This is an optimization exercise on Yosys and OpenROAD, whose aim is small area, a short achievable clock period and few clock cycles per item, not a production implementation. No functional check of the RTL was part of any run shown here. No activity file was given, so power comes from the tool's default toggle rates.

$ cat flow/design.v
package vector_floating_point_divide_unit_iterative_pkg;
  localparam logic [2:0] ZERO   = 3'd0;
  localparam logic [2:0] NORMAL = 3'd1;
  localparam logic [2:0] INF    = 3'd2;
  localparam logic [2:0] QNAN   = 3'd3;
  localparam logic [2:0] SNAN   = 3'd4;
  localparam int FF_NV = 4;
  localparam int FF_DZ = 3;
  localparam int FF_OF = 2;
  localparam int FF_UF = 1;
  localparam int FF_NX = 0;
  localparam logic [1:0] IDLE   = 2'd0;
  localparam logic [1:0] DIVIDE = 2'd1;
  localparam logic [1:0] ROUND  = 2'd2;
  localparam logic [1:0] DONE   = 2'd3;
  localparam logic [31:0] FP32_CANONICAL_NAN  = 32'h7FC00000;
  localparam int          FP32_BIAS           = 127;
  localparam int          FP32_DIV_ITERATIONS = 26;
  function automatic logic [2:0] fp32_classify(input logic [31:0] x);
    logic [2:0] c;
    if (x[30:23] == 8'h00)      c = ZERO;
    else if (x[30:23] == 8'hFF) c = (x[22:0] == 23'd0) ? INF :
                                    (x[22] ? QNAN : SNAN);
    else                        c = NORMAL;
    fp32_classify = c;
  endfunction
endpackage
module fp32_divide_lane (
  input  logic        clock,
  input  logic        load,
  input  logic        step,
  input  logic        fin1,
  input  logic        round,
  input  logic [30:0] op_a,
  input  logic [30:0] op_b,
  input  logic [22:19] op_x,
  input  logic [22:19] op_y,
  input  logic        reverse,
  input  logic        sign_in,
  output logic [31:0] result,
  output logic [4:0]  flags
);
  localparam int NV = vector_floating_point_divide_unit_iterative_pkg::FF_NV;
  localparam int DZ = vector_floating_point_divide_unit_iterative_pkg::FF_DZ;
  localparam int OF = vector_floating_point_divide_unit_iterative_pkg::FF_OF;
  localparam int UF = vector_floating_point_divide_unit_iterative_pkg::FF_UF;
  localparam int NX = vector_floating_point_divide_unit_iterative_pkg::FF_NX;
  logic [26:0] s_q, c_q;   
  logic [22:0] d_q;        
  logic [25:0] q_q;        
  logic [22:0] rf_q;       
  logic        neg_q, nz_q;  
  logic [9:0]  e_q;        
  logic        h_q;        
  logic        s_sign_q;
  logic        sp_nan_q, sp_inf_q, sp_zero_q, sp_nv_q, sp_dz_q;
  logic        rs_q;
  logic [7:0]  re_q;
  logic a_zero, a_inf, a_nan, a_snan, b_zero, b_inf, b_nan, b_snan;
  logic a_ff, b_ff, a_fz, b_fz;
  assign a_ff   = &op_a[30:23];
  assign b_ff   = &op_b[30:23];
  assign a_fz   = ~|op_a[22:0];
  assign b_fz   = ~|op_b[22:0];
  assign a_zero = ~|op_a[30:23];
  assign b_zero = ~|op_b[30:23];
  assign a_inf  = a_ff & a_fz;
  assign b_inf  = b_ff & b_fz;
  assign a_nan  = a_ff & ~a_fz;
  assign b_nan  = b_ff & ~b_fz;
  assign a_snan = a_nan & ~op_a[22];
  assign b_snan = b_nan & ~op_b[22];
  logic p_nan, p_inf, p_zero, p_nv, p_dz, p_invalid;
  assign p_invalid = (a_zero & b_zero) | (a_inf & b_inf);
  assign p_nan  = a_nan | b_nan | p_invalid;
  assign p_nv   = a_snan | b_snan | p_invalid;
  assign p_inf  = ~p_nan & (a_inf | b_zero);
  assign p_dz   = ~p_nan & ~a_inf & b_zero;
  assign p_zero = ~p_nan & ~a_inf & ~b_zero & (a_zero | b_inf);
  logic [9:0] e_in;
  assign e_in = {2'b00, op_a[30:23]} - {2'b00, op_b[30:23]} + 10'd126;
  logic h_in;
  assign h_in = (op_a[22:20] <= op_b[22:20]);
  function automatic logic [3:0] sel_digit(input logic [2:0] dh, input logic [6:0] e);
    logic [3:0] r;
    case ({dh, e})
      10'd3: r = 4'b0100;
      10'd4: r = 4'b0100;
      10'd5: r = 4'b0100;
      10'd6: r = 4'b0100;
      10'd7: r = 4'b0100;
      10'd8: r = 4'b0100;
      10'd9: r = 4'b0100;
      10'd10: r = 4'b0100;
      10'd11: r = 4'b0100;
      10'd12: r = 4'b1000;
      10'd13: r = 4'b1000;
      10'd14: r = 4'b1000;
      10'd15: r = 4'b1000;
      10'd16: r = 4'b1000;
      10'd17: r = 4'b1000;
      10'd18: r = 4'b1000;
      10'd19: r = 4'b1000;
      10'd20: r = 4'b1000;
      10'd21: r = 4'b1000;
      10'd22: r = 4'b1000;
      10'd23: r = 4'b1000;
      10'd24: r = 4'b1000;
      10'd25: r = 4'b1000;
      10'd26: r = 4'b1000;
      10'd27: r = 4'b1000;
      10'd28: r = 4'b1000;
      10'd29: r = 4'b1000;
      10'd30: r = 4'b1000;
      10'd31: r = 4'b1000;
      10'd32: r = 4'b1000;
      10'd33: r = 4'b1000;
      10'd34: r = 4'b1000;
      10'd35: r = 4'b1000;
      10'd36: r = 4'b1000;
      10'd37: r = 4'b1000;
      10'd38: r = 4'b1000;
      10'd39: r = 4'b1000;
      10'd40: r = 4'b1000;
      10'd41: r = 4'b1000;
      10'd42: r = 4'b1000;
      10'd43: r = 4'b1000;
      10'd44: r = 4'b1000;
      10'd45: r = 4'b1000;
      10'd46: r = 4'b1000;
      10'd47: r = 4'b1000;
      10'd48: r = 4'b1000;
      10'd49: r = 4'b1000;
      10'd50: r = 4'b1000;
      10'd51: r = 4'b1000;
      10'd52: r = 4'b1000;
      10'd53: r = 4'b1000;
      10'd54: r = 4'b1000;
      10'd55: r = 4'b1000;
      10'd56: r = 4'b1000;
      10'd57: r = 4'b1000;
      10'd58: r = 4'b1000;
      10'd59: r = 4'b1000;
      10'd60: r = 4'b1000;
      10'd61: r = 4'b1000;
      10'd62: r = 4'b1000;
      10'd63: r = 4'b1000;
      10'd64: r = 4'b0001;
      10'd65: r = 4'b0001;
      10'd66: r = 4'b0001;
      10'd67: r = 4'b0001;
      10'd68: r = 4'b0001;
      10'd69: r = 4'b0001;
      10'd70: r = 4'b0001;
      10'd71: r = 4'b0001;
      10'd72: r = 4'b0001;
      10'd73: r = 4'b0001;
      10'd74: r = 4'b0001;
      10'd75: r = 4'b0001;
      10'd76: r = 4'b0001;
      10'd77: r = 4'b0001;
      10'd78: r = 4'b0001;
      10'd79: r = 4'b0001;
      10'd80: r = 4'b0001;
      10'd81: r = 4'b0001;
      10'd82: r = 4'b0001;
      10'd83: r = 4'b0001;
      10'd84: r = 4'b0001;
      10'd85: r = 4'b0001;
      10'd86: r = 4'b0001;
      10'd87: r = 4'b0001;
      10'd88: r = 4'b0001;
      10'd89: r = 4'b0001;
      10'd90: r = 4'b0001;
      10'd91: r = 4'b0001;
      10'd92: r = 4'b0001;
      10'd93: r = 4'b0001;
      10'd94: r = 4'b0001;
      10'd95: r = 4'b0001;
      10'd96: r = 4'b0001;
      10'd97: r = 4'b0001;
      10'd98: r = 4'b0001;
      10'd99: r = 4'b0001;
      10'd100: r = 4'b0001;
      10'd101: r = 4'b0001;
      10'd102: r = 4'b0001;
      10'd103: r = 4'b0001;
      10'd104: r = 4'b0001;
      10'd105: r = 4'b0001;
      10'd106: r = 4'b0001;
      10'd107: r = 4'b0001;
      10'd108: r = 4'b0001;
      10'd109: r = 4'b0001;
      10'd110: r = 4'b0001;
      10'd111: r = 4'b0001;
      10'd112: r = 4'b0001;
      10'd113: r = 4'b0001;
      10'd114: r = 4'b0001;
      10'd115: r = 4'b0010;
      10'd116: r = 4'b0010;
      10'd117: r = 4'b0010;
      10'd118: r = 4'b0010;
      10'd119: r = 4'b0010;
      10'd120: r = 4'b0010;
      10'd121: r = 4'b0010;
      10'd122: r = 4'b0010;
      10'd132: r = 4'b0100;
      10'd133: r = 4'b0100;
      10'd134: r = 4'b0100;
      10'd135: r = 4'b0100;
      10'd136: r = 4'b0100;
      10'd137: r = 4'b0100;
      10'd138: r = 4'b0100;
      10'd139: r = 4'b0100;
      10'd140: r = 4'b0100;
      10'd141: r = 4'b0100;
      10'd142: r = 4'b1000;
      10'd143: r = 4'b1000;
      10'd144: r = 4'b1000;
      10'd145: r = 4'b1000;
      10'd146: r = 4'b1000;
      10'd147: r = 4'b1000;
      10'd148: r = 4'b1000;
      10'd149: r = 4'b1000;
      10'd150: r = 4'b1000;
      10'd151: r = 4'b1000;
      10'd152: r = 4'b1000;
      10'd153: r = 4'b1000;
      10'd154: r = 4'b1000;
      10'd155: r = 4'b1000;
      10'd156: r = 4'b1000;
      10'd157: r = 4'b1000;
      10'd158: r = 4'b1000;
      10'd159: r = 4'b1000;
      10'd160: r = 4'b1000;
      10'd161: r = 4'b1000;
      10'd162: r = 4'b1000;
      10'd163: r = 4'b1000;
      10'd164: r = 4'b1000;
      10'd165: r = 4'b1000;
      10'd166: r = 4'b1000;
      10'd167: r = 4'b1000;
      10'd168: r = 4'b1000;
      10'd169: r = 4'b1000;
      10'd170: r = 4'b1000;
      10'd171: r = 4'b1000;
      10'd172: r = 4'b1000;
      10'd173: r = 4'b1000;
      10'd174: r = 4'b1000;
      10'd175: r = 4'b1000;
      10'd176: r = 4'b1000;
      10'd177: r = 4'b1000;
      10'd178: r = 4'b1000;
      10'd179: r = 4'b1000;
      10'd180: r = 4'b1000;
      10'd181: r = 4'b1000;
      10'd182: r = 4'b1000;
      10'd183: r = 4'b1000;
      10'd184: r = 4'b1000;
      10'd185: r = 4'b1000;
      10'd186: r = 4'b1000;
      10'd187: r = 4'b1000;
      10'd188: r = 4'b1000;
      10'd189: r = 4'b1000;
      10'd190: r = 4'b1000;
      10'd191: r = 4'b1000;
      10'd192: r = 4'b0001;
      10'd193: r = 4'b0001;
      10'd194: r = 4'b0001;
      10'd195: r = 4'b0001;
      10'd196: r = 4'b0001;
      10'd197: r = 4'b0001;
      10'd198: r = 4'b0001;
      10'd199: r = 4'b0001;
      10'd200: r = 4'b0001;
      10'd201: r = 4'b0001;
      10'd202: r = 4'b0001;
      10'd203: r = 4'b0001;
      10'd204: r = 4'b0001;
      10'd205: r = 4'b0001;
      10'd206: r = 4'b0001;
      10'd207: r = 4'b0001;
      10'd208: r = 4'b0001;
      10'd209: r = 4'b0001;
      10'd210: r = 4'b0001;
      10'd211: r = 4'b0001;
      10'd212: r = 4'b0001;
      10'd213: r = 4'b0001;
      10'd214: r = 4'b0001;
      10'd215: r = 4'b0001;
      10'd216: r = 4'b0001;
      10'd217: r = 4'b0001;
      10'd218: r = 4'b0001;
      10'd219: r = 4'b0001;
      10'd220: r = 4'b0001;
      10'd221: r = 4'b0001;
      10'd222: r = 4'b0001;
      10'd223: r = 4'b0001;
      10'd224: r = 4'b0001;
      10'd225: r = 4'b0001;
      10'd226: r = 4'b0001;
      10'd227: r = 4'b0001;
      10'd228: r = 4'b0001;
      10'd229: r = 4'b0001;
      10'd230: r = 4'b0001;
      10'd231: r = 4'b0001;
      10'd232: r = 4'b0001;
      10'd233: r = 4'b0001;
      10'd234: r = 4'b0001;
      10'd235: r = 4'b0001;
      10'd236: r = 4'b0001;
      10'd237: r = 4'b0001;
      10'd238: r = 4'b0001;
      10'd239: r = 4'b0001;
      10'd240: r = 4'b0001;
      10'd241: r = 4'b0010;
      10'd242: r = 4'b0010;
      10'd243: r = 4'b0010;
      10'd244: r = 4'b0010;
      10'd245: r = 4'b0010;
      10'd246: r = 4'b0010;
      10'd247: r = 4'b0010;
      10'd248: r = 4'b0010;
      10'd249: r = 4'b0010;
      10'd260: r = 4'b0100;
      10'd261: r = 4'b0100;
      10'd262: r = 4'b0100;
      10'd263: r = 4'b0100;
      10'd264: r = 4'b0100;
      10'd265: r = 4'b0100;
      10'd266: r = 4'b0100;
      10'd267: r = 4'b0100;
      10'd268: r = 4'b0100;
      10'd269: r = 4'b0100;
      10'd270: r = 4'b0100;
      10'd271: r = 4'b1000;
      10'd272: r = 4'b1000;
      10'd273: r = 4'b1000;
      10'd274: r = 4'b1000;
      10'd275: r = 4'b1000;
      10'd276: r = 4'b1000;
      10'd277: r = 4'b1000;
      10'd278: r = 4'b1000;
      10'd279: r = 4'b1000;
      10'd280: r = 4'b1000;
      10'd281: r = 4'b1000;
      10'd282: r = 4'b1000;
      10'd283: r = 4'b1000;
      10'd284: r = 4'b1000;
      10'd285: r = 4'b1000;
      10'd286: r = 4'b1000;
      10'd287: r = 4'b1000;
      10'd288: r = 4'b1000;
      10'd289: r = 4'b1000;
      10'd290: r = 4'b1000;
      10'd291: r = 4'b1000;
      10'd292: r = 4'b1000;
      10'd293: r = 4'b1000;
      10'd294: r = 4'b1000;
      10'd295: r = 4'b1000;
      10'd296: r = 4'b1000;
      10'd297: r = 4'b1000;
      10'd298: r = 4'b1000;
      10'd299: r = 4'b1000;
      10'd300: r = 4'b1000;
      10'd301: r = 4'b1000;
      10'd302: r = 4'b1000;
      10'd303: r = 4'b1000;
      10'd304: r = 4'b1000;
      10'd305: r = 4'b1000;
      10'd306: r = 4'b1000;
      10'd307: r = 4'b1000;
      10'd308: r = 4'b1000;
      10'd309: r = 4'b1000;
      10'd310: r = 4'b1000;
      10'd311: r = 4'b1000;
      10'd312: r = 4'b1000;
      10'd313: r = 4'b1000;
      10'd314: r = 4'b1000;
      10'd315: r = 4'b1000;
      10'd316: r = 4'b1000;
      10'd317: r = 4'b1000;
      10'd318: r = 4'b1000;
      10'd319: r = 4'b1000;
      10'd320: r = 4'b0001;
      10'd321: r = 4'b0001;
      10'd322: r = 4'b0001;
      10'd323: r = 4'b0001;
      10'd324: r = 4'b0001;
      10'd325: r = 4'b0001;
      10'd326: r = 4'b0001;
      10'd327: r = 4'b0001;
      10'd328: r = 4'b0001;
      10'd329: r = 4'b0001;
      10'd330: r = 4'b0001;
      10'd331: r = 4'b0001;
      10'd332: r = 4'b0001;
      10'd333: r = 4'b0001;
      10'd334: r = 4'b0001;
      10'd335: r = 4'b0001;
      10'd336: r = 4'b0001;
      10'd337: r = 4'b0001;
      10'd338: r = 4'b0001;
      10'd339: r = 4'b0001;
      10'd340: r = 4'b0001;
      10'd341: r = 4'b0001;
      10'd342: r = 4'b0001;
      10'd343: r = 4'b0001;
      10'd344: r = 4'b0001;
      10'd345: r = 4'b0001;
      10'd346: r = 4'b0001;
      10'd347: r = 4'b0001;
      10'd348: r = 4'b0001;
      10'd349: r = 4'b0001;
      10'd350: r = 4'b0001;
      10'd351: r = 4'b0001;
      10'd352: r = 4'b0001;
      10'd353: r = 4'b0001;
      10'd354: r = 4'b0001;
      10'd355: r = 4'b0001;
      10'd356: r = 4'b0001;
      10'd357: r = 4'b0001;
      10'd358: r = 4'b0001;
      10'd359: r = 4'b0001;
      10'd360: r = 4'b0001;
      10'd361: r = 4'b0001;
      10'd362: r = 4'b0001;
      10'd363: r = 4'b0001;
      10'd364: r = 4'b0001;
      10'd365: r = 4'b0001;
      10'd366: r = 4'b0001;
      10'd367: r = 4'b0001;
      10'd368: r = 4'b0010;
      10'd369: r = 4'b0010;
      10'd370: r = 4'b0010;
      10'd371: r = 4'b0010;
      10'd372: r = 4'b0010;
      10'd373: r = 4'b0010;
      10'd374: r = 4'b0010;
      10'd375: r = 4'b0010;
      10'd376: r = 4'b0010;
      10'd377: r = 4'b0010;
      10'd388: r = 4'b0100;
      10'd389: r = 4'b0100;
      10'd390: r = 4'b0100;
      10'd391: r = 4'b0100;
      10'd392: r = 4'b0100;
      10'd393: r = 4'b0100;
      10'd394: r = 4'b0100;
      10'd395: r = 4'b0100;
      10'd396: r = 4'b0100;
      10'd397: r = 4'b0100;
      10'd398: r = 4'b0100;
      10'd399: r = 4'b0100;
      10'd400: r = 4'b1000;
      10'd401: r = 4'b1000;
      10'd402: r = 4'b1000;
      10'd403: r = 4'b1000;
      10'd404: r = 4'b1000;
      10'd405: r = 4'b1000;
      10'd406: r = 4'b1000;
      10'd407: r = 4'b1000;
      10'd408: r = 4'b1000;
      10'd409: r = 4'b1000;
      10'd410: r = 4'b1000;
      10'd411: r = 4'b1000;
      10'd412: r = 4'b1000;
      10'd413: r = 4'b1000;
      10'd414: r = 4'b1000;
      10'd415: r = 4'b1000;
      10'd416: r = 4'b1000;
      10'd417: r = 4'b1000;
      10'd418: r = 4'b1000;
      10'd419: r = 4'b1000;
      10'd420: r = 4'b1000;
      10'd421: r = 4'b1000;
      10'd422: r = 4'b1000;
      10'd423: r = 4'b1000;
      10'd424: r = 4'b1000;
      10'd425: r = 4'b1000;
      10'd426: r = 4'b1000;
      10'd427: r = 4'b1000;
      10'd428: r = 4'b1000;
      10'd429: r = 4'b1000;
      10'd430: r = 4'b1000;
      10'd431: r = 4'b1000;
      10'd432: r = 4'b1000;
      10'd433: r = 4'b1000;
      10'd434: r = 4'b1000;
      10'd435: r = 4'b1000;
      10'd436: r = 4'b1000;
      10'd437: r = 4'b1000;
      10'd438: r = 4'b1000;
      10'd439: r = 4'b1000;
      10'd440: r = 4'b1000;
      10'd441: r = 4'b1000;
      10'd442: r = 4'b1000;
      10'd443: r = 4'b1000;
      10'd444: r = 4'b1000;
      10'd445: r = 4'b1000;
      10'd446: r = 4'b1000;
      10'd447: r = 4'b1000;
      10'd448: r = 4'b0001;
      10'd449: r = 4'b0001;
      10'd450: r = 4'b0001;
      10'd451: r = 4'b0001;
      10'd452: r = 4'b0001;
      10'd453: r = 4'b0001;
      10'd454: r = 4'b0001;
      10'd455: r = 4'b0001;
      10'd456: r = 4'b0001;
      10'd457: r = 4'b0001;
      10'd458: r = 4'b0001;
      10'd459: r = 4'b0001;
      10'd460: r = 4'b0001;
      10'd461: r = 4'b0001;
      10'd462: r = 4'b0001;
      10'd463: r = 4'b0001;
      10'd464: r = 4'b0001;
      10'd465: r = 4'b0001;
      10'd466: r = 4'b0001;
      10'd467: r = 4'b0001;
      10'd468: r = 4'b0001;
      10'd469: r = 4'b0001;
      10'd470: r = 4'b0001;
      10'd471: r = 4'b0001;
      10'd472: r = 4'b0001;
      10'd473: r = 4'b0001;
      10'd474: r = 4'b0001;
      10'd475: r = 4'b0001;
      10'd476: r = 4'b0001;
      10'd477: r = 4'b0001;
      10'd478: r = 4'b0001;
      10'd479: r = 4'b0001;
      10'd480: r = 4'b0001;
      10'd481: r = 4'b0001;
      10'd482: r = 4'b0001;
      10'd483: r = 4'b0001;
      10'd484: r = 4'b0001;
      10'd485: r = 4'b0001;
      10'd486: r = 4'b0001;
      10'd487: r = 4'b0001;
      10'd488: r = 4'b0001;
      10'd489: r = 4'b0001;
      10'd490: r = 4'b0001;
      10'd491: r = 4'b0001;
      10'd492: r = 4'b0001;
      10'd493: r = 4'b0001;
      10'd494: r = 4'b0010;
      10'd495: r = 4'b0010;
      10'd496: r = 4'b0010;
      10'd497: r = 4'b0010;
      10'd498: r = 4'b0010;
      10'd499: r = 4'b0010;
      10'd500: r = 4'b0010;
      10'd501: r = 4'b0010;
      10'd502: r = 4'b0010;
      10'd503: r = 4'b0010;
      10'd504: r = 4'b0010;
      10'd517: r = 4'b0100;
      10'd518: r = 4'b0100;
      10'd519: r = 4'b0100;
      10'd520: r = 4'b0100;
      10'd521: r = 4'b0100;
      10'd522: r = 4'b0100;
      10'd523: r = 4'b0100;
      10'd524: r = 4'b0100;
      10'd525: r = 4'b0100;
      10'd526: r = 4'b0100;
      10'd527: r = 4'b0100;
      10'd528: r = 4'b0100;
      10'd529: r = 4'b0100;
      10'd530: r = 4'b1000;
      10'd531: r = 4'b1000;
      10'd532: r = 4'b1000;
      10'd533: r = 4'b1000;
      10'd534: r = 4'b1000;
      10'd535: r = 4'b1000;
      10'd536: r = 4'b1000;
      10'd537: r = 4'b1000;
      10'd538: r = 4'b1000;
      10'd539: r = 4'b1000;
      10'd540: r = 4'b1000;
      10'd541: r = 4'b1000;
      10'd542: r = 4'b1000;
      10'd543: r = 4'b1000;
      10'd544: r = 4'b1000;
      10'd545: r = 4'b1000;
      10'd546: r = 4'b1000;
      10'd547: r = 4'b1000;
      10'd548: r = 4'b1000;
      10'd549: r = 4'b1000;
      10'd550: r = 4'b1000;
      10'd551: r = 4'b1000;
      10'd552: r = 4'b1000;
      10'd553: r = 4'b1000;
      10'd554: r = 4'b1000;
      10'd555: r = 4'b1000;
      10'd556: r = 4'b1000;
      10'd557: r = 4'b1000;
      10'd558: r = 4'b1000;
      10'd559: r = 4'b1000;
      10'd560: r = 4'b1000;
      10'd561: r = 4'b1000;
      10'd562: r = 4'b1000;
      10'd563: r = 4'b1000;
      10'd564: r = 4'b1000;
      10'd565: r = 4'b1000;
      10'd566: r = 4'b1000;
      10'd567: r = 4'b1000;
      10'd568: r = 4'b1000;
      10'd569: r = 4'b1000;
      10'd570: r = 4'b1000;
      10'd571: r = 4'b1000;
      10'd572: r = 4'b1000;
      10'd573: r = 4'b1000;
      10'd574: r = 4'b1000;
      10'd575: r = 4'b1000;
      10'd576: r = 4'b0001;
      10'd577: r = 4'b0001;
      10'd578: r = 4'b0001;
      10'd579: r = 4'b0001;
      10'd580: r = 4'b0001;
      10'd581: r = 4'b0001;
      10'd582: r = 4'b0001;
      10'd583: r = 4'b0001;
      10'd584: r = 4'b0001;
      10'd585: r = 4'b0001;
      10'd586: r = 4'b0001;
      10'd587: r = 4'b0001;
      10'd588: r = 4'b0001;
      10'd589: r = 4'b0001;
      10'd590: r = 4'b0001;
      10'd591: r = 4'b0001;
      10'd592: r = 4'b0001;
      10'd593: r = 4'b0001;
      10'd594: r = 4'b0001;
      10'd595: r = 4'b0001;
      10'd596: r = 4'b0001;
      10'd597: r = 4'b0001;
      10'd598: r = 4'b0001;
      10'd599: r = 4'b0001;
      10'd600: r = 4'b0001;
      10'd601: r = 4'b0001;
      10'd602: r = 4'b0001;
      10'd603: r = 4'b0001;
      10'd604: r = 4'b0001;
      10'd605: r = 4'b0001;
      10'd606: r = 4'b0001;
      10'd607: r = 4'b0001;
      10'd608: r = 4'b0001;
      10'd609: r = 4'b0001;
      10'd610: r = 4'b0001;
      10'd611: r = 4'b0001;
      10'd612: r = 4'b0001;
      10'd613: r = 4'b0001;
      10'd614: r = 4'b0001;
      10'd615: r = 4'b0001;
      10'd616: r = 4'b0001;
      10'd617: r = 4'b0001;
      10'd618: r = 4'b0001;
      10'd619: r = 4'b0001;
      10'd620: r = 4'b0010;
      10'd621: r = 4'b0010;
      10'd622: r = 4'b0010;
      10'd623: r = 4'b0010;
      10'd624: r = 4'b0010;
      10'd625: r = 4'b0010;
      10'd626: r = 4'b0010;
      10'd627: r = 4'b0010;
      10'd628: r = 4'b0010;
      10'd629: r = 4'b0010;
      10'd630: r = 4'b0010;
      10'd631: r = 4'b0010;
      10'd645: r = 4'b0100;
      10'd646: r = 4'b0100;
      10'd647: r = 4'b0100;
      10'd648: r = 4'b0100;
      10'd649: r = 4'b0100;
      10'd650: r = 4'b0100;
      10'd651: r = 4'b0100;
      10'd652: r = 4'b0100;
      10'd653: r = 4'b0100;
      10'd654: r = 4'b0100;
      10'd655: r = 4'b0100;
      10'd656: r = 4'b0100;
      10'd657: r = 4'b0100;
      10'd658: r = 4'b0100;
      10'd659: r = 4'b1000;
      10'd660: r = 4'b1000;
      10'd661: r = 4'b1000;
      10'd662: r = 4'b1000;
      10'd663: r = 4'b1000;
      10'd664: r = 4'b1000;
      10'd665: r = 4'b1000;
      10'd666: r = 4'b1000;
      10'd667: r = 4'b1000;
      10'd668: r = 4'b1000;
      10'd669: r = 4'b1000;
      10'd670: r = 4'b1000;
      10'd671: r = 4'b1000;
      10'd672: r = 4'b1000;
      10'd673: r = 4'b1000;
      10'd674: r = 4'b1000;
      10'd675: r = 4'b1000;
      10'd676: r = 4'b1000;
      10'd677: r = 4'b1000;
      10'd678: r = 4'b1000;
      10'd679: r = 4'b1000;
      10'd680: r = 4'b1000;
      10'd681: r = 4'b1000;
      10'd682: r = 4'b1000;
      10'd683: r = 4'b1000;
      10'd684: r = 4'b1000;
      10'd685: r = 4'b1000;
      10'd686: r = 4'b1000;
      10'd687: r = 4'b1000;
      10'd688: r = 4'b1000;
      10'd689: r = 4'b1000;
      10'd690: r = 4'b1000;
      10'd691: r = 4'b1000;
      10'd692: r = 4'b1000;
      10'd693: r = 4'b1000;
      10'd694: r = 4'b1000;
      10'd695: r = 4'b1000;
      10'd696: r = 4'b1000;
      10'd697: r = 4'b1000;
      10'd698: r = 4'b1000;
      10'd699: r = 4'b1000;
      10'd700: r = 4'b1000;
      10'd701: r = 4'b1000;
      10'd702: r = 4'b1000;
      10'd703: r = 4'b1000;
      10'd704: r = 4'b0001;
      10'd705: r = 4'b0001;
      10'd706: r = 4'b0001;
      10'd707: r = 4'b0001;
      10'd708: r = 4'b0001;
      10'd709: r = 4'b0001;
      10'd710: r = 4'b0001;
      10'd711: r = 4'b0001;
      10'd712: r = 4'b0001;
      10'd713: r = 4'b0001;
      10'd714: r = 4'b0001;
      10'd715: r = 4'b0001;
      10'd716: r = 4'b0001;
      10'd717: r = 4'b0001;
      10'd718: r = 4'b0001;
      10'd719: r = 4'b0001;
      10'd720: r = 4'b0001;
      10'd721: r = 4'b0001;
      10'd722: r = 4'b0001;
      10'd723: r = 4'b0001;
      10'd724: r = 4'b0001;
      10'd725: r = 4'b0001;
      10'd726: r = 4'b0001;
      10'd727: r = 4'b0001;
      10'd728: r = 4'b0001;
      10'd729: r = 4'b0001;
      10'd730: r = 4'b0001;
      10'd731: r = 4'b0001;
      10'd732: r = 4'b0001;
      10'd733: r = 4'b0001;
      10'd734: r = 4'b0001;
      10'd735: r = 4'b0001;
      10'd736: r = 4'b0001;
      10'd737: r = 4'b0001;
      10'd738: r = 4'b0001;
      10'd739: r = 4'b0001;
      10'd740: r = 4'b0001;
      10'd741: r = 4'b0001;
      10'd742: r = 4'b0001;
      10'd743: r = 4'b0001;
      10'd744: r = 4'b0001;
      10'd745: r = 4'b0001;
      10'd746: r = 4'b0001;
      10'd747: r = 4'b0010;
      10'd748: r = 4'b0010;
      10'd749: r = 4'b0010;
      10'd750: r = 4'b0010;
      10'd751: r = 4'b0010;
      10'd752: r = 4'b0010;
      10'd753: r = 4'b0010;
      10'd754: r = 4'b0010;
      10'd755: r = 4'b0010;
      10'd756: r = 4'b0010;
      10'd757: r = 4'b0010;
      10'd758: r = 4'b0010;
      10'd759: r = 4'b0010;
      10'd773: r = 4'b0100;
      10'd774: r = 4'b0100;
      10'd775: r = 4'b0100;
      10'd776: r = 4'b0100;
      10'd777: r = 4'b0100;
      10'd778: r = 4'b0100;
      10'd779: r = 4'b0100;
      10'd780: r = 4'b0100;
      10'd781: r = 4'b0100;
      10'd782: r = 4'b0100;
      10'd783: r = 4'b0100;
      10'd784: r = 4'b0100;
      10'd785: r = 4'b0100;
      10'd786: r = 4'b0100;
      10'd787: r = 4'b0100;
      10'd788: r = 4'b1000;
      10'd789: r = 4'b1000;
      10'd790: r = 4'b1000;
      10'd791: r = 4'b1000;
      10'd792: r = 4'b1000;
      10'd793: r = 4'b1000;
      10'd794: r = 4'b1000;
      10'd795: r = 4'b1000;
      10'd796: r = 4'b1000;
      10'd797: r = 4'b1000;
      10'd798: r = 4'b1000;
      10'd799: r = 4'b1000;
      10'd800: r = 4'b1000;
      10'd801: r = 4'b1000;
      10'd802: r = 4'b1000;
      10'd803: r = 4'b1000;
      10'd804: r = 4'b1000;
      10'd805: r = 4'b1000;
      10'd806: r = 4'b1000;
      10'd807: r = 4'b1000;
      10'd808: r = 4'b1000;
      10'd809: r = 4'b1000;
      10'd810: r = 4'b1000;
      10'd811: r = 4'b1000;
      10'd812: r = 4'b1000;
      10'd813: r = 4'b1000;
      10'd814: r = 4'b1000;
      10'd815: r = 4'b1000;
      10'd816: r = 4'b1000;
      10'd817: r = 4'b1000;
      10'd818: r = 4'b1000;
      10'd819: r = 4'b1000;
      10'd820: r = 4'b1000;
      10'd821: r = 4'b1000;
      10'd822: r = 4'b1000;
      10'd823: r = 4'b1000;
      10'd824: r = 4'b1000;
      10'd825: r = 4'b1000;
      10'd826: r = 4'b1000;
      10'd827: r = 4'b1000;
      10'd828: r = 4'b1000;
      10'd829: r = 4'b1000;
      10'd830: r = 4'b1000;
      10'd831: r = 4'b1000;
      10'd832: r = 4'b0001;
      10'd833: r = 4'b0001;
      10'd834: r = 4'b0001;
      10'd835: r = 4'b0001;
      10'd836: r = 4'b0001;
      10'd837: r = 4'b0001;
      10'd838: r = 4'b0001;
      10'd839: r = 4'b0001;
      10'd840: r = 4'b0001;
      10'd841: r = 4'b0001;
      10'd842: r = 4'b0001;
      10'd843: r = 4'b0001;
      10'd844: r = 4'b0001;
      10'd845: r = 4'b0001;
      10'd846: r = 4'b0001;
      10'd847: r = 4'b0001;
      10'd848: r = 4'b0001;
      10'd849: r = 4'b0001;
      10'd850: r = 4'b0001;
      10'd851: r = 4'b0001;
      10'd852: r = 4'b0001;
      10'd853: r = 4'b0001;
      10'd854: r = 4'b0001;
      10'd855: r = 4'b0001;
      10'd856: r = 4'b0001;
      10'd857: r = 4'b0001;
      10'd858: r = 4'b0001;
      10'd859: r = 4'b0001;
      10'd860: r = 4'b0001;
      10'd861: r = 4'b0001;
      10'd862: r = 4'b0001;
      10'd863: r = 4'b0001;
      10'd864: r = 4'b0001;
      10'd865: r = 4'b0001;
      10'd866: r = 4'b0001;
      10'd867: r = 4'b0001;
      10'd868: r = 4'b0001;
      10'd869: r = 4'b0001;
      10'd870: r = 4'b0001;
      10'd871: r = 4'b0001;
      10'd872: r = 4'b0001;
      10'd873: r = 4'b0010;
      10'd874: r = 4'b0010;
      10'd875: r = 4'b0010;
      10'd876: r = 4'b0010;
      10'd877: r = 4'b0010;
      10'd878: r = 4'b0010;
      10'd879: r = 4'b0010;
      10'd880: r = 4'b0010;
      10'd881: r = 4'b0010;
      10'd882: r = 4'b0010;
      10'd883: r = 4'b0010;
      10'd884: r = 4'b0010;
      10'd885: r = 4'b0010;
      10'd886: r = 4'b0010;
      10'd902: r = 4'b0100;
      10'd903: r = 4'b0100;
      10'd904: r = 4'b0100;
      10'd905: r = 4'b0100;
      10'd906: r = 4'b0100;
      10'd907: r = 4'b0100;
      10'd908: r = 4'b0100;
      10'd909: r = 4'b0100;
      10'd910: r = 4'b0100;
      10'd911: r = 4'b0100;
      10'd912: r = 4'b0100;
      10'd913: r = 4'b0100;
      10'd914: r = 4'b0100;
      10'd915: r = 4'b0100;
      10'd916: r = 4'b0100;
      10'd917: r = 4'b0100;
      10'd918: r = 4'b1000;
      10'd919: r = 4'b1000;
      10'd920: r = 4'b1000;
      10'd921: r = 4'b1000;
      10'd922: r = 4'b1000;
      10'd923: r = 4'b1000;
      10'd924: r = 4'b1000;
      10'd925: r = 4'b1000;
      10'd926: r = 4'b1000;
      10'd927: r = 4'b1000;
      10'd928: r = 4'b1000;
      10'd929: r = 4'b1000;
      10'd930: r = 4'b1000;
      10'd931: r = 4'b1000;
      10'd932: r = 4'b1000;
      10'd933: r = 4'b1000;
      10'd934: r = 4'b1000;
      10'd935: r = 4'b1000;
      10'd936: r = 4'b1000;
      10'd937: r = 4'b1000;
      10'd938: r = 4'b1000;
      10'd939: r = 4'b1000;
      10'd940: r = 4'b1000;
      10'd941: r = 4'b1000;
      10'd942: r = 4'b1000;
      10'd943: r = 4'b1000;
      10'd944: r = 4'b1000;
      10'd945: r = 4'b1000;
      10'd946: r = 4'b1000;
      10'd947: r = 4'b1000;
      10'd948: r = 4'b1000;
      10'd949: r = 4'b1000;
      10'd950: r = 4'b1000;
      10'd951: r = 4'b1000;
      10'd952: r = 4'b1000;
      10'd953: r = 4'b1000;
      10'd954: r = 4'b1000;
      10'd955: r = 4'b1000;
      10'd956: r = 4'b1000;
      10'd957: r = 4'b1000;
      10'd958: r = 4'b1000;
      10'd959: r = 4'b1000;
      10'd960: r = 4'b0001;
      10'd961: r = 4'b0001;
      10'd962: r = 4'b0001;
      10'd963: r = 4'b0001;
      10'd964: r = 4'b0001;
      10'd965: r = 4'b0001;
      10'd966: r = 4'b0001;
      10'd967: r = 4'b0001;
      10'd968: r = 4'b0001;
      10'd969: r = 4'b0001;
      10'd970: r = 4'b0001;
      10'd971: r = 4'b0001;
      10'd972: r = 4'b0001;
      10'd973: r = 4'b0001;
      10'd974: r = 4'b0001;
      10'd975: r = 4'b0001;
      10'd976: r = 4'b0001;
      10'd977: r = 4'b0001;
      10'd978: r = 4'b0001;
      10'd979: r = 4'b0001;
      10'd980: r = 4'b0001;
      10'd981: r = 4'b0001;
      10'd982: r = 4'b0001;
      10'd983: r = 4'b0001;
      10'd984: r = 4'b0001;
      10'd985: r = 4'b0001;
      10'd986: r = 4'b0001;
      10'd987: r = 4'b0001;
      10'd988: r = 4'b0001;
      10'd989: r = 4'b0001;
      10'd990: r = 4'b0001;
      10'd991: r = 4'b0001;
      10'd992: r = 4'b0001;
      10'd993: r = 4'b0001;
      10'd994: r = 4'b0001;
      10'd995: r = 4'b0001;
      10'd996: r = 4'b0001;
      10'd997: r = 4'b0001;
      10'd998: r = 4'b0001;
      10'd999: r = 4'b0010;
      10'd1000: r = 4'b0010;
      10'd1001: r = 4'b0010;
      10'd1002: r = 4'b0010;
      10'd1003: r = 4'b0010;
      10'd1004: r = 4'b0010;
      10'd1005: r = 4'b0010;
      10'd1006: r = 4'b0010;
      10'd1007: r = 4'b0010;
      10'd1008: r = 4'b0010;
      10'd1009: r = 4'b0010;
      10'd1010: r = 4'b0010;
      10'd1011: r = 4'b0010;
      10'd1012: r = 4'b0010;
      10'd1013: r = 4'b0010;
      default: r = 4'b0000;
    endcase
    sel_digit = r;
  endfunction
  logic [3:0] dg_q;        
  logic qpos, qneg, qone, qtwo;
  assign qpos = dg_q[3] | dg_q[2];
  assign qneg = dg_q[1] | dg_q[0];
  assign qone = dg_q[2] | dg_q[1];
  assign qtwo = dg_q[3] | dg_q[0];
  logic [26:0] mag, addend;
  assign mag    = ({27{qone}} & {3'b000, 1'b1, d_q}) | ({27{qtwo}} & {2'b00, 1'b1, d_q, 1'b0});
  assign addend = qpos ? ~mag : mag;
  logic [26:0] sum, cy;
  assign sum = s_q ^ c_q ^ addend;
  assign cy  = (s_q & c_q) | (s_q & addend) | (c_q & addend);
  logic [26:0] mag_t, addend_t;
  logic [24:17] sum_t, cy_t;
  assign mag_t    = mag;
  assign addend_t = addend;
  assign sum_t    = s_q[24:17] ^ c_q[24:17] ^ addend_t[24:17];
  assign cy_t     = (s_q[24:17] & c_q[24:17]) | (s_q[24:17] & addend_t[24:17]) | (c_q[24:17] & addend_t[24:17]);
  logic [6:0] est_n;
  logic [3:0] dg_n, dg_ld;
  assign est_n  = sum_t[24:18] + cy_t[23:17];
  assign dg_n   = sel_digit(d_q[22:20], est_n);
  logic       h_xy, h_yx;
  logic [6:0] est_xy, est_yx;
  logic [3:0] dg_xy, dg_yx;
  assign h_xy   = (op_x[22:20] <= op_y[22:20]);
  assign h_yx   = (op_y[22:20] <= op_x[22:20]);
  assign est_xy = h_xy ? {2'b00, 1'b1, op_x[22:19]} : {3'b000, 1'b1, op_x[22:20]};
  assign est_yx = h_yx ? {2'b00, 1'b1, op_y[22:19]} : {3'b000, 1'b1, op_y[22:20]};
  assign dg_xy  = sel_digit(op_y[22:20], est_xy);
  assign dg_yx  = sel_digit(op_x[22:20], est_yx);
  assign dg_ld  = reverse ? dg_yx : dg_xy;
  logic [25:0] q_dec;
  logic [1:0]  dig;
  assign q_dec = q_q - 26'd1;
  assign dig   = {qtwo | (qone & qneg), qone};
  logic        neg, nz, neg_c, nz_c;
  logic [26:0] wsum;
  assign wsum  = s_q + c_q;
  assign neg_c = wsum[26];
  assign nz_c  = ((s_q ^ c_q) != {(s_q[25:0] | c_q[25:0]), 1'b0});
  assign neg   = fin1 ? neg_c : neg_q;
  assign nz    = fin1 ? nz_c  : nz_q;
  logic        lead1, norm, r, xb, lsb, up, inexact;
  logic [22:0] frac, fr, fr_inc;
  logic [23:0] inc_a, inc_b;
  logic        c_inc, c;
  logic [9:0]  e0, e_inc, e_fin;
  logic        ovf, unf, ovf0, unf0, ovf1, unf1;
  logic [31:0] rnd_res;
  logic [4:0]  rnd_flags;
  always_comb begin
    lead1   = q_q[25];
    norm    = ~h_q | lead1;
    frac    = lead1 ? q_q[24:2] : q_q[23:1];
    r       = lead1 ? q_q[1]    : q_q[0];
    xb      = lead1 & q_q[0];
    lsb     = frac[0];
    up      = r & (xb | (~neg & (lsb | nz)));
    inexact = r | xb | nz;
    inc_a   = {1'b0, q_q[24:2]} + 24'd1;
    inc_b   = {1'b0, q_q[23:1]} + 24'd1;
    {c_inc, fr_inc} = lead1 ? inc_a : inc_b;
    fr      = up ? fr_inc : frac;
    c       = up & c_inc;
    e0      = e_q + {9'd0, norm};
    e_inc   = e0 + 10'd1;
    ovf0    = ($signed(e0) >= 10'sd255);
    unf0    = ($signed(e0) <= 10'sd0);
    ovf1    = ($signed(e_inc) >= 10'sd255);
    unf1    = ($signed(e_inc) <= 10'sd0);
    e_fin   = c ? e_inc : e0;
    ovf     = c ? ovf1 : ovf0;
    unf     = c ? unf1 : unf0;
    rnd_flags = '0;
    if (sp_nan_q) begin
      rnd_res       = 32'h7FC00000;
      rnd_flags[NV] = sp_nv_q;
    end else if (sp_inf_q) begin
      rnd_res       = {s_sign_q, 8'hFF, 23'd0};
      rnd_flags[DZ] = sp_dz_q;
    end else if (sp_zero_q) begin
      rnd_res       = {s_sign_q, 31'd0};
    end else if (ovf) begin
      rnd_res       = {s_sign_q, 8'hFF, 23'd0};
      rnd_flags[OF] = 1'b1;
      rnd_flags[NX] = 1'b1;
    end else if (unf) begin
      rnd_res       = {s_sign_q, 31'd0};
      rnd_flags[UF] = 1'b1;
      rnd_flags[NX] = 1'b1;
    end else begin
      rnd_res       = {s_sign_q, e_fin[7:0], fr};
      rnd_flags[NX] = inexact;
    end
  end
  assign flags = rnd_flags;
  always_ff @(posedge clock) begin
    if (load) begin
      s_q   <= h_in ? {2'b00, 1'b1, op_a[22:0], 1'b0} : {3'b000, 1'b1, op_a[22:0]};
      c_q   <= '0;
      dg_q  <= dg_ld;
    end else begin
      s_q   <= {sum[24:0], 2'b00};
      c_q   <= {cy[23:0], qpos, 2'b00};
      dg_q  <= dg_n;
    end
  end
  always_ff @(posedge clock) begin
    if (load) begin
      d_q       <= op_b[22:0];
      e_q       <= e_in;
      h_q       <= h_in;
      s_sign_q  <= sign_in;
      sp_nan_q  <= p_nan;
      sp_inf_q  <= p_inf;
      sp_zero_q <= p_zero;
      sp_nv_q   <= p_nv;
      sp_dz_q   <= p_dz;
    end
    if (step) q_q <= qneg ? {q_dec[23:0], dig} : {q_q[23:0], dig};
    if (fin1) begin
      neg_q <= neg_c;
      nz_q  <= nz_c;
    end
    if (round) begin
      rf_q <= rnd_res[22:0];
      re_q <= rnd_res[30:23];
      rs_q <= rnd_res[31];
    end
  end
  assign result = {rs_q, re_q, rf_q};
endmodule
module vector_floating_point_divide_unit_iterative #(
  parameter int VLEN = 128,
  parameter int SEW  = 32
) (
  input  logic            clock,
  input  logic            reset,
  input  logic            flush,
  input  logic            in_valid,
  output logic            in_ready,
  input  logic            reverse,
  input  logic [VLEN-1:0] vs2,
  input  logic [VLEN-1:0] vs1,
  output logic            out_valid,
  input  logic            out_ready,
  output logic [VLEN-1:0] vd,
  output logic [4:0]      fflags
);
  localparam int NUM_LANES = VLEN / SEW;
  localparam int STEPS     = 13;
  if (SEW != 32) begin : g_sew_chk
    $error("vector divider supports SEW=32 only");
  end
  if (VLEN % 32 != 0) begin : g_vlen_chk
    $error("VLEN must be a multiple of 32");
  end
  logic       idle_q;
  logic       it_q;
  logic       fin_q;
  logic       fin1_q;     
  logic [3:0] cnt_q;
  logic       ov_q;
  logic       ready, accept, last, round_now, it_d, fin_d;
  assign ready     = idle_q | (fin_q & ~ov_q);
  assign in_ready  = ready;
  assign out_valid = ov_q;
  assign accept    = ready & in_valid & ~flush;
  assign last      = (cnt_q == 4'(STEPS - 1));
  assign round_now = fin_q & (~ov_q | out_ready);
  assign it_d      = accept | (it_q & ~last);
  assign fin_d     = (it_q & last) | (fin_q & ~round_now);
  always_ff @(posedge clock or posedge reset) begin
    if (reset) begin
      idle_q <= 1'b0;
      it_q   <= 1'b0;
      fin_q  <= 1'b0;
      fin1_q <= 1'b0;
      cnt_q  <= '0;
      ov_q   <= 1'b0;
    end else if (flush) begin
      idle_q <= 1'b1;
      it_q   <= 1'b0;
      fin_q  <= 1'b0;
      fin1_q <= 1'b0;
      cnt_q  <= '0;
      ov_q   <= 1'b0;
    end else begin
      it_q   <= it_d;
      fin_q  <= fin_d;
      fin1_q <= it_q & last;
      idle_q <= ~it_d & ~fin_d;
      if (it_q) cnt_q <= last ? 4'd0 : cnt_q + 4'd1;
      if (round_now)      ov_q <= 1'b1;
      else if (out_ready) ov_q <= 1'b0;
    end
  end
  logic [NUM_LANES-1:0][31:0] lane_res;
  logic [NUM_LANES-1:0][4:0]  lane_flags;
  logic [4:0]                 flags_or;
  for (genvar i = 0; i < NUM_LANES; i++) begin : g_lane
    logic [30:0] op_a, op_b;
    assign op_a = reverse ? vs1[32*i +: 31] : vs2[32*i +: 31];
    assign op_b = reverse ? vs2[32*i +: 31] : vs1[32*i +: 31];
    assign vd[32*i +: 32] = lane_res[i];
    fp32_divide_lane u_lane (
      .clock    (clock),
      .load     (ready),
      .step     (it_q),
      .fin1     (fin1_q),
      .round    (round_now),
      .op_a     (op_a),
      .op_b     (op_b),
      .op_x     (vs2[32*i+19 +: 4]),
      .op_y     (vs1[32*i+19 +: 4]),
      .reverse  (reverse),
      .sign_in  (vs1[32*i+31] ^ vs2[32*i+31]),
      .result   (lane_res[i]),
      .flags    (lane_flags[i])
    );
  end
  always_comb begin
    flags_or = '0;
    for (int i = 0; i < NUM_LANES; i++) flags_or = flags_or | lane_flags[i];
  end
  always_ff @(posedge clock) begin
    if (round_now) fflags <= flags_or;
  end
endmodule
$ cat flow/flow/run.sh
#!/bin/bash
set -o pipefail
cp standard.sh standard_sh.txt
export BUFFER_PORTS_ARGS="-buffer_cell sky130_fd_sc_hd__buf_1"
bash standard.sh > standard.log 2>&1
$ cat flow/standard.sh
#!/bin/bash
# synth_recipe.tcl (not shown) runs the flow's synth.tcl, then flattens the netlist and writes it again
# the make line also repeats each setting of config.mk as NAME=value (left out here)
make -C /OpenROAD-flow-scripts/flow DESIGN_CONFIG=/design/flow/config.mk WORK_HOME=/design/flow/orfs CLKGATE_MAP_FILE= SYNTH_SCRIPT=/design/flow/synth_recipe.tcl "${@:-finish}"
$ cat flow/config.mk
export PLATFORM = sky130hd
export DESIGN_NAME = vector_floating_point_divide_unit_iterative
export DESIGN_NICKNAME = vector_floating_point_divide_unit_iterative
export VERILOG_FILES = /design/flow/design.v
export SDC_FILE = /design/flow/constraint.sdc
export NUM_CORES = 4
export LEC_CHECK = 0
export CAP_MARGIN = 20
export CORE_MARGIN = 2
export CORE_UTILIZATION = 50
export CTS_CLUSTER_DIAMETER = 80
export CTS_CLUSTER_SIZE = 20
export SETUP_SLACK_MARGIN = 2.0
export SLEW_MARGIN = 20
export TNS_END_PERCENT = 0
$ cat flow/constraint.sdc
create_clock -name core_clock -period 5.5 [get_ports {clock}]
set_input_delay 1.1000 -clock core_clock [delete_from_list [all_inputs] [get_ports {clock}]]
set_output_delay 1.1000 -clock core_clock [all_outputs]
set_load 0.01 [all_outputs]
==> impl_metrics.tcl, run 1 <==
set metrics [dict create \
    result_of_the_run "finished clean" \
    power-per-cell-area_nw_per_um2 578 \
    clock_tree.htree_level_count 2 \
    timing.setup.critical_path_class "reg -> reg" \
    synth_area_sq_um 47000 \
    drtAntennaViolNets 0 \
    synth.yosys.seq_area_share_pct 35.7 \
    clock_insertion_delay_worst_skew_ps 640 \
    clock-skew-final_ps 24.9 \
    fraction_of_layout_cells_with_a_size_suffix_above_1_pct 9.96 \
    synth_cell_type_count 98 \
    total_leakage_power_nw 20.6 \
    globalRouteMet1Util_pct 38.7 \
    tns_ps 0 \
    core_sq_um 93300 \
    grt_antenna_before_repair 28 \
    design_power_total_mw 30.6 \
    worst_ir_drop_vdd_uv 670 \
    synth-async-reset-ratio_pct 1.41 \
    cap_viol_max_count 0 \
    layout-area-overhead-vs-synth_pct 12.4 \
    cts_tree "done" \
    place.gp.congestion 0.919 \
    layout_worst_path_cycle_share_pct 69.0 \
    groute.usage.overall_pct 26.8 \
    worst_pin_slew_ps 1020 \
    setup-violations-final 0 \
    clock.fmax_ghz 0.264 \
    dpl.hpwl_microns 103000 \
    final_net_count 5985 \
    clockRootBuffer "clkbuf_16" \
    grt_busiest_layer "met2" \
    cts_made_buffers 45 \
    arrival_ps 4330 \
    first_iter_violations 2731 \
    fp.dieH_microns 311 \
    grt_pass1_vias 35530 \
    setup_repair_after_global_routing_missed_its_margin "yes" \
    cts.path.max_buffers 3 \
    die_w_microns 311 \
    yosys_warnings 2 \
    max_slew_margin_pct 31.0 \
    layout.core_utilization_pct 56.7 \
    edff_count_synth 397 \
    pin_count 397 \
    place.port_buffers 396 \
    place.detailed.instances 6463 \
    final_cell_count_no_fill 6622 \
    drt_pre_antenna_iters 5 \
    grt.met2_usage_pct 41.6 \
    synthCells 4999 \
    synth.net_count 5664 \
    grt.overflow.total 0 \
    critical_path_peak_fanout 9 \
    wire_length_per_cell_after_detailed_routing_microns 20.3 \
    route.vias.total 37508 \
    ctsHoldBuffers 0 \
    postSynthRegisterBits 638 \
    slew_viol_final 0 \
    post_synth.cell_area_avg_sq_um 9.41 \
    hold_violations 0 \
    rows 112 \
    grt_max_degree 118 \
    required_time_at_the_worst_slack_endpoint_ps 6030 \
    worst_hold_path_type "in -> async" \
    die_area_sq_um 96600 \
    gr-usage-met3_pct 4.05 \
    detail_route.vias_per_cell 5.66 \
    initial_utilization_pct 50.4 \
    ys_dominant_reg_cell "edfxtp_1" \
    clock-sinks 638 \
    critical_path.endpoint_type "flop" \
    grt_pass1_wl_microns 204000 \
    post_layout_min_period_ps 3790 \
    cts.reportedPaths.clkPinSlew_ps 80 \
    drc_errors 0 \
    crit_path_start_kind "flop" \
    wirelength_microns 134000 \
]
==> cells in the final DEF (no fill, tap or decap), drive strengths merged, types with 22 or more instances in the layout <==
cell type / n
a211oi: 61
a21o: 30
a21oi: 297
a22oi: 97
a31oi: 30
and2: 57
and3: 29
buf: 518
clkbuf: 60
dfxtp: 232
edfxtp: 397
fa: 96
ha: 307
inv: 379
mux2: 128
mux2i: 254
nand2: 269
nand2b: 47
nand3: 105
nand3b: 22
nand4: 123
nor2: 468
nor2b: 56
nor3: 116
nor4: 91
o21a: 27
o21ai: 173
o21bai: 23
or2: 28
or3: 26
xnor2: 307
xor2: 256
==> per-stage QoR <==
stage	cell area [sq um]	setup WS (ps)	hold WS, ps
after floorplan	47100	713	460
after global placement	49700	786	478
after detailed placement	49700	772	483
after CTS	52300	1720	365
after global routing	52900	1520	418
final	52900	1710	411
==> worst max-delay path: stages (launching register included) <==
cell and delay, ps:
dfxtp_4 360, or2_4 260, buf_12 140, a22oi_2 140, xor2_1 270, fa_1 460
ha_1 290, a21o_1 220, a21oi_4 250, xnor2_4 210, o211ai_1 140, a211oi_1 320
a21oi_2 60, or3b_4 410, a211oi_2 170
==> final timing paths <==
check,start,end,slack (ps),cells past startpoint
hold / removal,reset,fin_q,410,2
hold reg to reg,g_lane[3].u_lane.neg_q,g_lane[3].u_lane.neg_q,490,2
max in group asynchronous,reset,it_q,4790,2
setup / recovery,g_lane[3].u_lane.dg_q[3],g_lane[3].u_lane.dg_q[1],1710,14
setup reg to reg,g_lane[3].u_lane.dg_q[3],g_lane[3].u_lane.dg_q[1],1710,14
min in group core_clock,g_lane[3].u_lane.neg_q,g_lane[3].u_lane.neg_q,490,2
==> report_power, final <==
group | switching, mW | internal [mW]
sequential | 0.882 | 6.10
combinational | 11.4 | 8.50
clock | 1.89 | 1.81
==> routing by layer <==
layer | vias to the layer above | share of wire [%]
met2 | 981 | 45
li1 | 18347 | -
met3 | 181 | 6.1
met4 | 24 | 2.7
met1 | 17975 | 46
met5 | - | 0.13
==> cells by family after synthesis <==
| family | Yosys count | synth area share (%) |
|---|---|---|
| muxes | 382 | 8.49 |
| buffers and inverters | 624 | 5.14 |
| xor gates and xnor gates | 562 | 10.5 |
| DFF | 638 | 35.7 |
| adders and majority gates | 404 | 12.3 |
| and+or+nand+nor | 1505 | 16.0 |
| AOI/OAI and AO/OA | 884 | 11.9 |
==> cells in the mapped netlist, types with 46 or more instances <==
| cell | n | area share [%] |
|---|---|---|
| a22oi_1 | 97 | 1.5 |
| fa_1 | 96 | 4.1 |
| nor4_1 | 88 | 1.2 |
| mux2i_1 | 253 | 5.4 |
| clkbuf_1 | 194 | 1.5 |
| nor3_1 | 112 | 1.2 |
| nor2_1 | 468 | 3.7 |
| mux2_2 | 128 | 3.1 |
| nand3_1 | 105 | 1.1 |
| inv_1 | 371 | 3.0 |
| and2_1 | 57 | 0.76 |
| a21oi_1 | 295 | 3.1 |
| nand4_1 | 123 | 1.6 |
| xor2_1 | 256 | 4.8 |
| dfxtp_1 | 232 | 9.9 |
| xnor2_1 | 306 | 5.7 |
| nor2b_1 | 55 | 0.73 |
| nand2b_1 | 46 | 0.61 |
| nand2_1 | 269 | 2.1 |
| a211oi_1 | 59 | 0.94 |
| o21ai_0 | 169 | 1.8 |
| ha_1 | 307 | 8.2 |
| edfxtp_1 | 397 | 25 |
==> state kept, by name, summed over array words and instances, names as in the netlist, 5 cells and up <==
register            cells
g_lane.u_lane.d_q      92
g_lane.u_lane.dg_q     16
g_lane.u_lane.rf_q     92
g_lane.u_lane.re_q     32
fflags                  5
g_lane.u_lane.e_q      40
g_lane.u_lane.q_q     104
g_lane.u_lane.s_q     108
g_lane.u_lane.c_q     100
==> layout make-up <==
cell class              instances  area (sq um)
fillers                      8443         40400
multi-input cells            3742         28900
flip-flops and latches        638         16800
repair buffers                521          2570
well taps                    1254          1570
inverters                     372          1400
clock buffers                  57          1250
clock inverters                24           289
diodes                         14          35.0
==> repair_timing <==
item,CTS,global route
gates cloned,4,2
pin swaps,34,32
setup endpoints to repair,176,178
gates resized for setup,150,78
setup buffers,31,27
==> run 2: changes to the inputs <==
--- a/flow/design.v
+++ b/flow/design.v
@@ -31,12 +31,9 @@
   input  logic        step,
   input  logic        fin1,
   input  logic        round,
-  input  logic [30:0] op_a,
-  input  logic [30:0] op_b,
-  input  logic [22:19] op_x,
-  input  logic [22:19] op_y,
+  input  logic [31:0] op_x,
+  input  logic [31:0] op_y,
   input  logic        reverse,
-  input  logic        sign_in,
   output logic [31:0] result,
   output logic [4:0]  flags
 );
@@ -56,20 +53,32 @@
   logic        sp_nan_q, sp_inf_q, sp_zero_q, sp_nv_q, sp_dz_q;
   logic        rs_q;
   logic [7:0]  re_q;
+  logic [30:0] op_a, op_b;
+  assign op_a = reverse ? op_y[30:0] : op_x[30:0];
+  assign op_b = reverse ? op_x[30:0] : op_y[30:0];
+  logic x_ff, y_ff, x_fz, y_fz, x_ez, y_ez;
+  assign x_ff = &op_x[30:23];
+  assign y_ff = &op_y[30:23];
+  assign x_fz = ~|op_x[22:0];
+  assign y_fz = ~|op_y[22:0];
+  assign x_ez = ~|op_x[30:23];
+  assign y_ez = ~|op_y[30:23];
   logic a_zero, a_inf, a_nan, a_snan, b_zero, b_inf, b_nan, b_snan;
-  logic a_ff, b_ff, a_fz, b_fz;
-  assign a_ff   = &op_a[30:23];
-  assign b_ff   = &op_b[30:23];
-  assign a_fz   = ~|op_a[22:0];
-  assign b_fz   = ~|op_b[22:0];
-  assign a_zero = ~|op_a[30:23];
-  assign b_zero = ~|op_b[30:23];
+  logic a_ff, b_ff, a_fz, b_fz, a_q, b_q;
+  assign a_ff   = reverse ? y_ff : x_ff;
+  assign b_ff   = reverse ? x_ff : y_ff;
+  assign a_fz   = reverse ? y_fz : x_fz;
+  assign b_fz   = reverse ? x_fz : y_fz;
+  assign a_zero = reverse ? y_ez : x_ez;
+  assign b_zero = reverse ? x_ez : y_ez;
+  assign a_q    = reverse ? op_y[22] : op_x[22];
+  assign b_q    = reverse ? op_x[22] : op_y[22];
   assign a_inf  = a_ff & a_fz;
   assign b_inf  = b_ff & b_fz;
   assign a_nan  = a_ff & ~a_fz;
   assign b_nan  = b_ff & ~b_fz;
-  assign a_snan = a_nan & ~op_a[22];
-  assign b_snan = b_nan & ~op_b[22];
+  assign a_snan = a_nan & ~a_q;
+  assign b_snan = b_nan & ~b_q;
   logic p_nan, p_inf, p_zero, p_nv, p_dz, p_invalid;
   assign p_invalid = (a_zero & b_zero) | (a_inf & b_inf);
   assign p_nan  = a_nan | b_nan | p_invalid;
@@ -77,10 +86,14 @@
   assign p_inf  = ~p_nan & (a_inf | b_zero);
   assign p_dz   = ~p_nan & ~a_inf & b_zero;
   assign p_zero = ~p_nan & ~a_inf & ~b_zero & (a_zero | b_inf);
-  logic [9:0] e_in;
-  assign e_in = {2'b00, op_a[30:23]} - {2'b00, op_b[30:23]} + 10'd126;
-  logic h_in;
-  assign h_in = (op_a[22:20] <= op_b[22:20]);
+  logic [9:0] e_xy, e_yx, e_in;
+  assign e_xy = {2'b00, op_x[30:23]} - {2'b00, op_y[30:23]} + 10'd126;
+  assign e_yx = {2'b00, op_y[30:23]} - {2'b00, op_x[30:23]} + 10'd126;
+  assign e_in = reverse ? e_yx : e_xy;
+  logic h_xy, h_yx, h_in;
+  assign h_xy = (op_x[22:20] <= op_y[22:20]);
+  assign h_yx = (op_y[22:20] <= op_x[22:20]);
+  assign h_in = reverse ? h_yx : h_xy;
   function automatic logic [3:0] sel_digit(input logic [2:0] dh, input logic [6:0] e);
     logic [3:0] r;
     case ({dh, e})
@@ -1035,15 +1048,10 @@
   assign addend_t = addend;
   assign sum_t    = s_q[24:17] ^ c_q[24:17] ^ addend_t[24:17];
   assign cy_t     = (s_q[24:17] & c_q[24:17]) | (s_q[24:17] & addend_t[24:17]) | (c_q[24:17] & addend_t[24:17]);
-  logic [6:0] est_n;
-  logic [3:0] dg_n, dg_ld;
+  logic [6:0] est_n, est_xy, est_yx;
+  logic [3:0] dg_n, dg_ld, dg_xy, dg_yx;
   assign est_n  = sum_t[24:18] + cy_t[23:17];
   assign dg_n   = sel_digit(d_q[22:20], est_n);
-  logic       h_xy, h_yx;
-  logic [6:0] est_xy, est_yx;
-  logic [3:0] dg_xy, dg_yx;
-  assign h_xy   = (op_x[22:20] <= op_y[22:20]);
-  assign h_yx   = (op_y[22:20] <= op_x[22:20]);
   assign est_xy = h_xy ? {2'b00, 1'b1, op_x[22:19]} : {3'b000, 1'b1, op_x[22:20]};
   assign est_yx = h_yx ? {2'b00, 1'b1, op_y[22:19]} : {3'b000, 1'b1, op_y[22:20]};
   assign dg_xy  = sel_digit(op_y[22:20], est_xy);
@@ -1062,7 +1070,6 @@
   assign nz    = fin1 ? nz_c  : nz_q;
   logic        lead1, norm, r, xb, lsb, up, inexact;
   logic [22:0] frac, fr, fr_inc;
-  logic [23:0] inc_a, inc_b;
   logic        c_inc, c;
   logic [9:0]  e0, e_inc, e_fin;
   logic        ovf, unf, ovf0, unf0, ovf1, unf1;
@@ -1077,9 +1084,7 @@
     lsb     = frac[0];
     up      = r & (xb | (~neg & (lsb | nz)));
     inexact = r | xb | nz;
-    inc_a   = {1'b0, q_q[24:2]} + 24'd1;
-    inc_b   = {1'b0, q_q[23:1]} + 24'd1;
-    {c_inc, fr_inc} = lead1 ? inc_a : inc_b;
+    {c_inc, fr_inc} = {1'b0, frac} + 24'd1;
     fr      = up ? fr_inc : frac;
     c       = up & c_inc;
     e0      = e_q + {9'd0, norm};
@@ -1130,7 +1135,7 @@
       d_q       <= op_b[22:0];
       e_q       <= e_in;
       h_q       <= h_in;
-      s_sign_q  <= sign_in;
+      s_sign_q  <= op_x[31] ^ op_y[31];
       sp_nan_q  <= p_nan;
       sp_inf_q  <= p_inf;
       sp_zero_q <= p_zero;
@@ -1219,9 +1224,6 @@
   logic [NUM_LANES-1:0][4:0]  lane_flags;
   logic [4:0]                 flags_or;
   for (genvar i = 0; i < NUM_LANES; i++) begin : g_lane
-    logic [30:0] op_a, op_b;
-    assign op_a = reverse ? vs1[32*i +: 31] : vs2[32*i +: 31];
-    assign op_b = reverse ? vs2[32*i +: 31] : vs1[32*i +: 31];
     assign vd[32*i +: 32] = lane_res[i];
     fp32_divide_lane u_lane (
       .clock    (clock),
@@ -1229,12 +1231,9 @@
       .step     (it_q),
       .fin1     (fin1_q),
       .round    (round_now),
-      .op_a     (op_a),
-      .op_b     (op_b),
-      .op_x     (vs2[32*i+19 +: 4]),
-      .op_y     (vs1[32*i+19 +: 4]),
+      .op_x     (vs2[32*i +: 32]),
+      .op_y     (vs1[32*i +: 32]),
       .reverse  (reverse),
-      .sign_in  (vs1[32*i+31] ^ vs2[32*i+31]),
       .result   (lane_res[i]),
       .flags    (lane_flags[i])
     );
--- a/flow/config.mk
+++ b/flow/config.mk
@@ -8,8 +8,6 @@
 export CAP_MARGIN = 20
 export CORE_MARGIN = 2
 export CORE_UTILIZATION = 50
-export CTS_CLUSTER_DIAMETER = 80
-export CTS_CLUSTER_SIZE = 20
 export SETUP_SLACK_MARGIN = 2.0
 export SLEW_MARGIN = 20
 export TNS_END_PERCENT = 0
==> run 2 against run 1 <==
Critical path depth did not move. Sequential cell count did not move. Die area is 1.5% higher. Worst hold slack got worse by 28 ps. Via count rose by 2.7%. Register-to-register slack better by 50 ps. Critical path type unchanged. Largest cell class unchanged.
==> impl_metrics.tcl, run 2 <==
set metrics [dict create \
    grt_max_degree 139 \
    drc_errors 0 \
    route.vias.total 38538 \
    edff_count_synth 397 \
    initial_utilization_pct 50.3 \
    yosysTopAreaCellShare_pct 25.0 \
    drtAntennaViolNets 0 \
    largest-register "g_lane.u_lane.s_q" \
    groute.usage.overall_pct 27.1 \
    yosys_warnings 2 \
    arrival_ps 4210 \
    wire_length_per_cell_after_detailed_routing_microns 19.9 \
    yosys.area_share.xor_xnor_pct 10.1 \
    worst_hold_path_type "in -> async" \
    top_registers "g_lane.u_lane.s_q (108), g_lane.u_lane.q_q (104), g_lane.u_lane.c_q (100)" \
    routed-wl-met3_microns 6940 \
    fraction_of_layout_cells_with_a_size_suffix_above_1_pct 13.7 \
    synth.yosys.seq_area_share_pct 35.2 \
    wirelength_microns 135000 \
    setup-violations-final 0 \
    hold_violations 0 \
    clock_insertion_delay_worst_skew_ps 650 \
    post_synth_fa_ha_maj_area_fraction_pct 13.1 \
    layout.core_utilization_pct 58.1 \
    final_net_count 6119 \
    rows 113 \
    detail_route.vias_per_cell 5.71 \
    power-per-cell-area_nw_per_um2 561 \
    cell_taking_the_most_area_after_synthesis "edfxtp_1" \
    synth_area_sq_um 47800 \
    required_time_at_the_worst_slack_endpoint_ps 5970 \
    setup_repair_after_global_routing_missed_its_margin "yes" \
    critical_path_peak_fanout 8 \
    result_of_the_run "finished clean" \
    grt_antenna_before_repair 13 \
    clock-sinks 638 \
    place.port_buffers 396 \
    place.gp.congestion 0.906 \
    core_sq_um 94900 \
    cts.path.max_buffers 3 \
    postSynthRegisterBits 638 \
    dp_slack_ps 1040 \
    dpl.hpwl_microns 99200 \
    internal_reg_to_reg_setup_slack_ps 1750 \
    clock-skew-final_ps 25.9 \
    synth_compound_gate_area_share_pct 12.3 \
    drt_pre_antenna_iters 5 \
    layout_commonest_cell "nand2_1" \
    die_w_microns 313 \
    total_leakage_power_nw 21.2 \
    clock_tree.htree_level_count 3 \
    largest_reg_flops 108 \
    crit_path_start_kind "flop" \
    cap_viol_max_count 0 \
    synth_cell_type_count 95 \
    detail_route.wirelength.met1_microns 62500 \
    worst_pin_slew_ps 1050 \
    clockRootBuffer "clkbuf_16" \
    synth.area.mux_share_pct 7.78 \
    max_slew_margin_pct 29.7 \
    synth.area.top_cells "edfxtp_1 25%, dfxtp_1 9.7%, ha_1 8.9%" \
    cts_made_buffers 76 \
    synthCells 5067 \
    worst_ir_drop_vdd_uv 763 \
    postLayoutSetupSlackWorst_ps 1750 \
    layout-area-overhead-vs-synth_pct 15.5 \
    cts_tree "done" \
    post_synth.cell_area_avg_sq_um 9.42 \
    synth.net_count 5767 \
    post-synth-top-count-cell "nand2_1" \
    cts.reportedPaths.clkPinSlew_ps 60 \
]
## run 2: changes by cell type after synthesis, sizes merged, moves of 20 or more
cell	previous run	this run
nor4	91	111
mux4	0	72
xnor2	306	338
or3	26	48
o21ai	173	226
inv	371	414
nand4	123	75
nor2	468	387
ha	307	338
mux2i	254	84
a21oi	297	226
nand2	269	441
xor2	256	214
## run 2: through the flow
stage | area [sq um] | std cells | hold WS, ps
after floorplan | 47800 | 5067 | 438
after global placement | 50300 | 6510 | 473
after detailed placement | 50300 | 6511 | 475
after CTS | 54900 | 6730 | 357
after global routing | 55200 | 6751 | 403
final | 55200 | 6752 | 384
## run 2: where the power goes
group | internal (mW) | switching, mW
Clock | 2.89 | 2.10
Sequential | 6.05 | 0.791
Combinational | 8.43 | 10.7
Total | 17.4 | 13.6
## run 2: logic make-up after synthesis
logic type      Yosys count
simple gates           1577
compound gates          911
flops                   638
mux                     267
fa+ha+maj               439
buf+inv                 683
xor+xnor                552
## run 2: layout make-up
class | count | area [sq um]
fill | 8428 | 39700
multi-input combinational | 3750 | 30000
sequential | 638 | 16900
timing repair buffer | 537 | 2750
clock buffer | 108 | 2120
inverter | 416 | 1580
tap | 1265 | 1580
clock inverter | 30 | 290
antenna | 8 | 20.0
## run 2: worst max-delay path: stages, from the launching register on
cell       delay [ps]
dfxtp_2           360
inv_1              70
ha_4              290
nand4_1           180
nor4_2            280
o211ai_1          160
o211ai_1          130
buf_4             200
xnor2_1           120
a221o_2           550
buf_4             170
a2111oi_0         600
xor2_1            200
nor2_1             50
a211oi_1          220
## run 2: path summary, 6_finish.rpt
check,start,end,cells past startpoint
max,g_lane[3].u_lane.s_q[20],g_lane[3].u_lane.rf_q[14],14
min reg2reg,g_lane[0].u_lane.neg_q,g_lane[0].u_lane.neg_q,2
min in group core_clock,g_lane[0].u_lane.neg_q,g_lane[0].u_lane.neg_q,2
max reg2reg,g_lane[3].u_lane.s_q[20],g_lane[3].u_lane.rf_q[14],14
max in group asynchronous,reset,it_q,2
min,reset,cnt_q[0],2
## run 2: timing repair
item | CTS | global route
resized for setup | 350 | 30
setup buffers | 74 | 14
endpoints found under the setup margin | 147 | 156
pin swaps | 87 | 19
hold buffers | 0 | 0
gates cloned | 7 | 0
## run 2: layer usage
layer | vias to the layer above | GRT usage, %
li1 | 18672 | -
met1 | 18632 | 38.7
met2 | 1034 | 43.5
met3 | 190 | 3.28
met4 | 10 | 7.31
met5 | - | 0

==> re-timing with driven ports <==
The results above use ideal ports. As a check the final layouts listed here were re-extracted and re-timed, cells and wires unchanged.
Step 1, drivers: a clkbuf_16 drives clock and a buf_2 each remaining input, both assumed.
Step 2 adds t to the input delays and takes it off the output delays; t is the mean of the earliest and latest rising clock arrival at the registers after step 1. Input paths then give back, and output paths get back, about the clock's delay inside the block.
Slacks: ideal ports / drivers / drivers and shift; pairs: ideal ports / drivers.
run	t (ns)	setup WS [ns]	hold WS [ns]
run 1	0.690	1.707 / 1.707 / 1.149	0.411 / 0.379 / 0.489
run 2	0.710	1.755 / 1.755 / 1.214	0.384 / 0.328 / 0.489
After both steps every run listed still meets setup and hold. The setup slack of run 1, which loses most, moves by 0.000 ns with the drivers and by -0.558 ns with both steps.
